This is an optimization exercise on Yosys and OpenROAD, whose aim is small area, a short achievable clock period and few clock cycles per item, not a production implementation.
The RTL was checked by simulation tests, not by an equivalence proof against the original design.
Power and IR drop assume default switching activity.

[design/flow/run.sh]
#!/bin/bash
# synth_recipe.tcl (not shown) runs the flow's synth.tcl, then flattens the netlist and writes it again
# the make line also repeats each setting of config.mk as NAME=value (left out here)
make -C /OpenROAD-flow-scripts/flow DESIGN_CONFIG=/design/flow/config.mk WORK_HOME=/design/flow/orfs CLKGATE_MAP_FILE= SYNTH_SCRIPT=/design/flow/synth_recipe.tcl finish
[design/flow/constraint.sdc]
create_clock -name core_clock -period 4.5 [get_ports {clk_25}]
set_input_delay 0.9000 -clock core_clock [delete_from_list [all_inputs] [get_ports {clk_25}]]
set_output_delay 0.9000 -clock core_clock [all_outputs]
set_load 0.01 [all_outputs]
[design/flow/config.mk]
export PLATFORM = sky130hd
export DESIGN_NAME = sprite_compositor_n
export DESIGN_NICKNAME = sprite_compositor_n
export VERILOG_FILES = /design/flow/design.v
export SDC_FILE = /design/flow/constraint.sdc
export NUM_CORES = 4
export LEC_CHECK = 0
export CAP_MARGIN = 20
export CORE_MARGIN = 2
export CORE_UTILIZATION = 40
export SLEW_MARGIN = 20
[design/flow/design.v]
module sprite_compositor_n #(
  parameter int N_SPRITES = 8,
  parameter int SPR_SIZE  = 16,
  parameter int COORD_W   = 10,
  parameter int PAL_DEPTH = 16,
  parameter int COLOR_W   = 8,
  parameter int SLOT_W    = (N_SPRITES > 1) ? $clog2(N_SPRITES) : 1,
  parameter int SEL_WP    = $clog2(SPR_SIZE + 1),
  parameter int PAL_WP    = (PAL_DEPTH > 1) ? $clog2(PAL_DEPTH) : 1,
  parameter int DATA_W    = ((2 * COORD_W + PAL_WP + 2) > SPR_SIZE) ? (2 * COORD_W + PAL_WP + 2) : SPR_SIZE
) (
  input  logic                 clk_25,
  input  logic                 n_reset,
  input  logic                 wr_en,
  input  logic [SLOT_W-1:0]    wr_slot,
  input  logic [SEL_WP-1:0]    wr_sel,
  input  logic [DATA_W-1:0]    wr_data,
  input  logic                 att_color,
  input  logic [PAL_WP-1:0]    pal_addr,
  input  logic [3*COLOR_W-1:0] data_color,
  input  logic                 coll_clr,
  input  logic                 pix_valid,
  input  logic [COORD_W-1:0]   row,
  input  logic [COORD_W-1:0]   column,
  input  logic [COLOR_W-1:0]   FIFO_Red,
  input  logic [COLOR_W-1:0]   FIFO_Green,
  input  logic [COLOR_W-1:0]   FIFO_Blue,
  output logic [COLOR_W-1:0]   VGA_R,
  output logic [COLOR_W-1:0]   VGA_G,
  output logic [COLOR_W-1:0]   VGA_B,
  output logic                 out_valid,
  output logic [N_SPRITES-1:0] collision
);
  localparam int SEL_W = $clog2(SPR_SIZE + 1);
  localparam int PAL_W = (PAL_DEPTH > 1) ? $clog2(PAL_DEPTH) : 1;
  localparam int OFF_W = $clog2(SPR_SIZE);
  localparam int CW1   = COORD_W + 1;
  localparam int RGB_W = 3 * COLOR_W;
  function automatic logic [COLOR_W-1:0] avg(input logic [COLOR_W-1:0] a,
                                             input logic [COLOR_W-1:0] b);
    logic [COLOR_W:0] sum;
    sum = {1'b0, a} + {1'b0, b};
    avg = sum[COLOR_W:1];
  endfunction
  logic [N_SPRITES-1:0][COORD_W-1:0] x_q, x_d, y_q, y_d;
  logic [N_SPRITES-1:0][PAL_W-1:0]   pal_idx_q, pal_idx_d;
  logic [N_SPRITES-1:0]              en_q, en_d, mode_q, mode_d;
  logic [N_SPRITES-1:0][SPR_SIZE-1:0][SPR_SIZE-1:0] bmp_q, bmp_d;
  logic [PAL_DEPTH-1:0][RGB_W-1:0]   pal_q, pal_d;
  logic [N_SPRITES-1:0] hit_q, hit_d;
  logic [RGB_W-1:0]     bg1_q, bg1_d, bg2_q, bg2_d;
  logic                 v1_q, v1_d, v2_q, v2_d;
  logic [PAL_W-1:0]     pal2_q, pal2_d;
  logic                 mode2_q, mode2_d, any2_q, any2_d;
  logic [N_SPRITES-1:0] collision_q, collision_d;
  logic [RGB_W-1:0]     rgb_q, rgb_d;
  logic                 out_valid_q, out_valid_d;
  logic             col_in, row_in, multi;
  logic [OFF_W-1:0] dx, dy;
  logic [RGB_W-1:0] pal_rgb;
  always_comb begin
    x_d = x_q; y_d = y_q; pal_idx_d = pal_idx_q; en_d = en_q; mode_d = mode_q;
    bmp_d = bmp_q; pal_d = pal_q;
    if (wr_en && (32'(wr_slot) < N_SPRITES)) begin
      if (wr_sel == '0) begin
        x_d[wr_slot]       = wr_data[COORD_W-1:0];
        y_d[wr_slot]       = wr_data[2*COORD_W-1:COORD_W];
        pal_idx_d[wr_slot] = wr_data[2*COORD_W+PAL_W-1:2*COORD_W];
        en_d[wr_slot]      = wr_data[2*COORD_W+PAL_W];
        mode_d[wr_slot]    = wr_data[2*COORD_W+PAL_W+1];
      end else if (32'(wr_sel) <= SPR_SIZE) begin
        bmp_d[wr_slot][OFF_W'(wr_sel - SEL_W'(1))] = wr_data[SPR_SIZE-1:0];
      end else begin
        bmp_d = bmp_q;
      end
    end else begin
      bmp_d = bmp_q;
    end
    if (att_color) begin
      pal_d[pal_addr] = data_color;
    end else begin
      pal_d = pal_q;
    end
  end
  always_comb begin
    col_in = 1'b0; row_in = 1'b0; dx = '0; dy = '0; hit_d = '0;
    for (int s = 0; s < N_SPRITES; s++) begin
      col_in = ({1'b0, column} >= {1'b0, x_q[s]}) &&
               ({1'b0, column} < ({1'b0, x_q[s]} + CW1'(SPR_SIZE)));
      row_in = ({1'b0, row} >= {1'b0, y_q[s]}) &&
               ({1'b0, row} < ({1'b0, y_q[s]} + CW1'(SPR_SIZE)));
      dx = OFF_W'(column - x_q[s]);
      dy = OFF_W'(row - y_q[s]);
      hit_d[s] = en_q[s] & col_in & row_in & bmp_q[s][dy][OFF_W'(~dx)];
    end
    bg1_d = {FIFO_Red, FIFO_Green, FIFO_Blue};
    v1_d  = pix_valid;
  end
  always_comb begin
    pal2_d = '0; mode2_d = 1'b0;
    for (int s = N_SPRITES - 1; s >= 0; s--) begin
      if (hit_q[s]) begin
        pal2_d  = pal_idx_q[s];
        mode2_d = mode_q[s];
      end else begin
        pal2_d  = pal2_d;
      end
    end
    any2_d = |hit_q;
    bg2_d  = bg1_q;
    v2_d   = v1_q;
    multi  = (hit_q & (hit_q - N_SPRITES'(1))) != '0;
    if (coll_clr) begin
      collision_d = '0;
    end else begin
      collision_d = collision_q;
    end
    if (v1_q && multi) begin
      collision_d = collision_d | hit_q;
    end else begin
      collision_d = collision_d;
    end
  end
  always_comb begin
    pal_rgb     = pal_q[pal2_q];
    out_valid_d = v2_q;
    rgb_d       = rgb_q;
    if (v2_q) begin
      if (!any2_q) begin
        rgb_d = bg2_q;
      end else if (!mode2_q) begin
        rgb_d = pal_rgb;
      end else begin
        rgb_d = {avg(pal_rgb[RGB_W-1 -: COLOR_W],   bg2_q[RGB_W-1 -: COLOR_W]),
                 avg(pal_rgb[2*COLOR_W-1 -: COLOR_W], bg2_q[2*COLOR_W-1 -: COLOR_W]),
                 avg(pal_rgb[COLOR_W-1:0],          bg2_q[COLOR_W-1:0])};
      end
    end else begin
      rgb_d = rgb_q;
    end
  end
  always_ff @(posedge clk_25 or negedge n_reset) begin
    if (!n_reset) begin
      x_q <= '0; y_q <= '0; pal_idx_q <= '0; en_q <= '0; mode_q <= '0;
      bmp_q <= '0; pal_q <= '0;
      hit_q <= '0; bg1_q <= '0; v1_q <= 1'b0;
      pal2_q <= '0; mode2_q <= 1'b0; any2_q <= 1'b0; bg2_q <= '0; v2_q <= 1'b0;
      collision_q <= '0; rgb_q <= '0; out_valid_q <= 1'b0;
    end else begin
      x_q <= x_d; y_q <= y_d; pal_idx_q <= pal_idx_d; en_q <= en_d; mode_q <= mode_d;
      bmp_q <= bmp_d; pal_q <= pal_d;
      hit_q <= hit_d; bg1_q <= bg1_d; v1_q <= v1_d;
      pal2_q <= pal2_d; mode2_q <= mode2_d; any2_q <= any2_d; bg2_q <= bg2_d; v2_q <= v2_d;
      collision_q <= collision_d; rgb_q <= rgb_d; out_valid_q <= out_valid_d;
    end
  end
  assign VGA_R     = rgb_q[RGB_W-1 -: COLOR_W];
  assign VGA_G     = rgb_q[2*COLOR_W-1 -: COLOR_W];
  assign VGA_B     = rgb_q[COLOR_W-1:0];
  assign out_valid = out_valid_q;
  assign collision = collision_q;
endmodule
==> notes.md <==
## routing by layer
metal,global-route usage (%),share of wire (%)
met1,35.9,42
met2,42.4,47
met3,4.04,6.3
met4,11.3,4.9
met5,0,0.037
## power breakdown
| group | internal (µW) | switching [µW] |
|---|---|---|
| Sequential | 27500 | 1980 |
| Combinational | 6390 | 7480 |
| Clock | 15200 | 10600 |
| Total | 49000 | 20000 |
## cell usage in the layout (no fill, tap or decap), types with 46 or more instances in the layout
| master | Yosys | routed |
|---|---|---|
| sky130_fd_sc_hd__dfrtp_1 | 2737 | 2733 |
| sky130_fd_sc_hd__mux2_2 | 2016 | 1866 |
| sky130_fd_sc_hd__buf_4 | 27 | 782 |
| sky130_fd_sc_hd__mux4_2 | 730 | 730 |
| sky130_fd_sc_hd__nand2_1 | 688 | 681 |
| sky130_fd_sc_hd__o21ai_0 | 427 | 419 |
| sky130_fd_sc_hd__ha_1 | 324 | 313 |
| sky130_fd_sc_hd__clkbuf_16 | 0 | 309 |
| sky130_fd_sc_hd__a22o_1 | 281 | 281 |
| sky130_fd_sc_hd__buf_12 | 1 | 271 |
| sky130_fd_sc_hd__inv_1 | 260 | 256 |
| sky130_fd_sc_hd__nor2_1 | 206 | 198 |
| sky130_fd_sc_hd__a21oi_1 | 202 | 198 |
| sky130_fd_sc_hd__mux2_4 | 19 | 188 |
| sky130_fd_sc_hd__nand3_1 | 143 | 142 |
| sky130_fd_sc_hd__clkdlybuf4s50_1 | 0 | 122 |
| sky130_fd_sc_hd__mux2i_1 | 108 | 108 |
| sky130_fd_sc_hd__xnor2_1 | 100 | 88 |
| sky130_fd_sc_hd__clkbuf_8 | 0 | 82 |
| sky130_fd_sc_hd__nor3_1 | 79 | 73 |
| sky130_fd_sc_hd__o22ai_1 | 64 | 64 |
| sky130_fd_sc_hd__clkbuf_1 | 444 | 63 |
| sky130_fd_sc_hd__nand3_4 | 52 | 61 |
| sky130_fd_sc_hd__a22oi_1 | 56 | 56 |
| sky130_fd_sc_hd__a31oi_1 | 47 | 46 |
| sky130_fd_sc_hd__clkinv_2 | 0 | 46 |
## flip-flops by register name (all words and copies together) (netlist names), 4 cells and up
| register | cells |
|---|---|
| mode_q | 8 |
| bg2_q | 24 |
| pal_q | 384 |
| rgb_q | 24 |
| en_q | 8 |
| pal2_q | 4 |
| x_q | 80 |
| y_q | 80 |
| bmp_q | 2048 |
| pal_idx_q | 32 |
| bg1_q | 24 |
| hit_q | 8 |
| collision_q | 8 |
## worst paths after layout
check,start,end,slack (ps),cells past startpoint
max reg2reg,x_q[70]$_DFFE_PN0P_,hit_q[7]$_DFF_PN0_,150,11
min reg2reg,bg1_q[23]$_DFF_PN0_,bg2_q[23]$_DFF_PN0_,350,0
max,column[0],hit_q[2]$_DFF_PN0_,100,18
min in group asynchronous,n_reset,bmp_q[118]$_DFFE_PN0P_,660,2
min,bg1_q[23]$_DFF_PN0_,bg2_q[23]$_DFF_PN0_,350,0
max in group asynchronous,n_reset,bmp_q[1872]$_DFFE_PN0P_,2210,4
## layout make-up
cell class,instances,area [µm²]
Fill cell,28800,174000
Sequential cell,2737,68500
Multi-Input combinational cell,6190,64600
Timing Repair Buffer,1204,12900
Clock buffer,438,8870
Tap cell,4515,5650
Clock inverter,101,1360
Inverter,261,991
Antenna cell,18,45.0
## repair_timing
item	CTS	global route
hold buffers	1	0
endpoints found under the setup margin	19	1360
buffers inserted	0	6
endpoints found under the hold margin	38	0
cloned	0	3
pin swaps	1	7
gates resized for setup	8	13
## metrics by stage
step	instances	cell area, µm²
detailed placement	14900	152000
finish	15500	163000
floorplan	9888	137000
global route	15500	163000
global placement	14900	152000
CTS	15400	163000
## kinds of logic after synthesis
logic type	synth area share, %
AOI/OAI and AO/OA	6.88
xor gates and xnor gates	0.900
adders and majority gates	3.30
buffers and inverters	3.06
DFF	50.4
muxes	30.0
and+or+nand+nor	5.42
## critical path, delay by kind of cell
family | cells | cell delay [ps]
and+or+nand+nor | 1 | 290
AOI/OAI and AO/OA | 4 | 880
buffers and inverters | 8 | 1520
adders and majority gates | 2 | 830
muxes | 3 | 700
==> summary.md <==
| Metric | Value |
|---|---|
| Number of synthesized register bits | `2737` |
| CTS tree | `built` |
| Most area-consuming cells after synthesis | `sky130_fd_sc_hd__dfrtp_1 50%, sky130_fd_sc_hd__mux2_2 17%, sky130_fd_sc_hd__mux4_2 12%, sky130_fd_sc_hd__ha_1 3.0%, sky130_fd_sc_hd__nand2_1 1.9%` |
| Path type of the worst setup path | `input port to flop` |
| Yosys top cell by area | `sky130_fd_sc_hd__dfrtp_1` |
| Die Ht | `587 µm` |
| Synth warnings | `1` |
| Count of final setup violators | `0` |
| Largest net degree at the start of global routing | `151` |
| Detail Route Antenna Nets | `0` |
| Total Die Area | `344000 µm²` |
| Delay of the slowest cell on the worst path | `650 ps` |
| Total count of hold-check failures in the final report | `0` |
| Floorplan die width | `587 µm` |
| EDFF count, synth | `0` |
| CP startpoint kind | `input port` |
| H-tree lvl count | `5` |
| Area share of the largest cell type after synthesis | `50.4%` |
| All-Layer GR Usage | `26.5%` |
| Avg Cell Area, Syn | `13.7 µm²` |
| DRC Markers | `0` |
| Standby leakage power | `0.0757 µW` |
| Post-route clock skew | `46.4 ps` |
| Sum Neg Setup Slack | `0 ps` |
| Share of cells above drive strength 1 | `41.9%` |
| HPWL after detailed placement | `311 mm` |
| Slack of the critical path | `101 ps` |
| Worst hold path class | `flop to flop` |
| Number of search-and-repair iterations in the first detailed-routing pass | `6` |
| I/O Pins | `145` |
| CTS root buffer | `sky130_fd_sc_hd__clkbuf_16` |
| Via-per-instance ratio | `5.92` |
| Power Dens Cells | `424 nW/µm²` |
| Final Cycle Share | `97.8%` |
| Crit-path slowest cell | `sky130_fd_sc_hd__fa_4` |
| Most common library cells after synthesis | `2737 x sky130_fd_sc_hd__dfrtp_1, 2016 x sky130_fd_sc_hd__mux2_2, 730 x sky130_fd_sc_hd__mux4_2, 688 x sky130_fd_sc_hd__nand2_1, 444 x sky130_fd_sc_hd__clkbuf_1` |
| Final GP Congestion | `0.957` |
| Total clock sinks | `2737` |
| Primary FF master, synth | `sky130_fd_sc_hd__dfrtp_1` |
| Clock latency on the worst-skew pair | `920 ps` |
| Wirelength per Cell | `29.7 µm` |
| Global route overflow | `0` |
| Number of slew-limit violations in the final report | `0` |
| Total of buffers placed on input and output ports | `144` |
| Initial standard-cell utilization of the core | `40.3%` |
| Vias in the first global route | `96300` |
| CP endpoint kind | `flop` |
| Number of unique standard cell types used by synthesis | `96` |
| Part of the Yosys area used for sequential elements | `50.4%` |
| Max IR drop VDD | `0.335 mV` |
| Final core utilization | `48.3%` |
| Worst slack at placement | `-1400 ps` |
| Most common cell in the netlist | `sky130_fd_sc_hd__dfrtp_1` |
| Deepest clock path buffer count | `4` |
| Cell Rows | `213` |
| Highest Clock Rate | `227 MHz` |
| Number of antenna violations at the first check in global routing | `48` |
| Worst slew margin relative to its limit | `29.2%` |
| PnR Total Power | `69100 µW` |
| Nets | `11200` |
| Minimum hold slack | `349 ps` |
| Growth of design area from synthesis to finish | `20.0%` |
| Least-Margin Pin Slew | `1060 ps` |
| Crit-path max FO | `12` |
| Data required, critical path | `5290 ps` |
| Data arrival time of the critical path | `5190 ps` |
| Max-capacitance violation count | `0` |
| Total number of vias | `91500` |
| Critical path cell sequence | `clkdlybuf4s50_1 -> clkinvlp_4 -> buf_12 -> buf_8 -> ha_4 -> inv_1 -> fa_4 -> buf_12 -> buf_12 -> buf_4 -> mux4_2 -> mux2i_1 -> mux2_2 -> o211ai_1 -> a21oi_1 -> a211o_1 -> o22a_4 -> nor4_4` |
| Count of mapped cells out of synthesis | `9888` |
| Final Routed Wirelength | `460 mm` |
| Most frequent CP cell | `sky130_fd_sc_hd__buf_12` |
| Core box area | `337000 µm²` |
| Iter 0 DRT Violations | `8344` |
| Post-synthesis async set-or-reset flop share | `100%` |
| Minimum clock period after layout | `4400 ps` |
| Area of the mapped netlist | `136000 µm²` |
| Clock transition at the register clock pins on the worst setup and hold paths after CTS | `60 ps` |
| Outcome | `finished clean` |
| Number of buffers created by CTS | `302` |
| Global-route wire length before repair | `678 mm` |
| Syn_nets | `10300` |
Testbench counts, summed over its fixed seeds: cycles 33,152, pixels 32,768.

==> static timing again, ports no longer ideal <==
The flow's constraints put no driver on any port. The routed layout listed below was extracted and timed again, unchanged, in two steps.
Step 1: set_driving_cell puts a clkbuf_16 on clk_25 and a buf_2 on each other input, an assumption about the parent block.
Step 2 also shifts input and output timing later by t, the mid clock arrival at the registers, as if the neighbouring blocks saw the same clock.
a / b / c = ideal ports / drivers / drivers and shift; a / b = the first two.
shift t [ns]: 1.004
slack for setup (ns): 0.101 / 0.067 / -0.937
worst register clock-pin slew, ns: 0.07 / 0.07
With both steps, setup timing fails in this run, where it was met with ideal ports. The setup slack of this run moves by -0.034 ns with the drivers and by -1.038 ns with both steps.
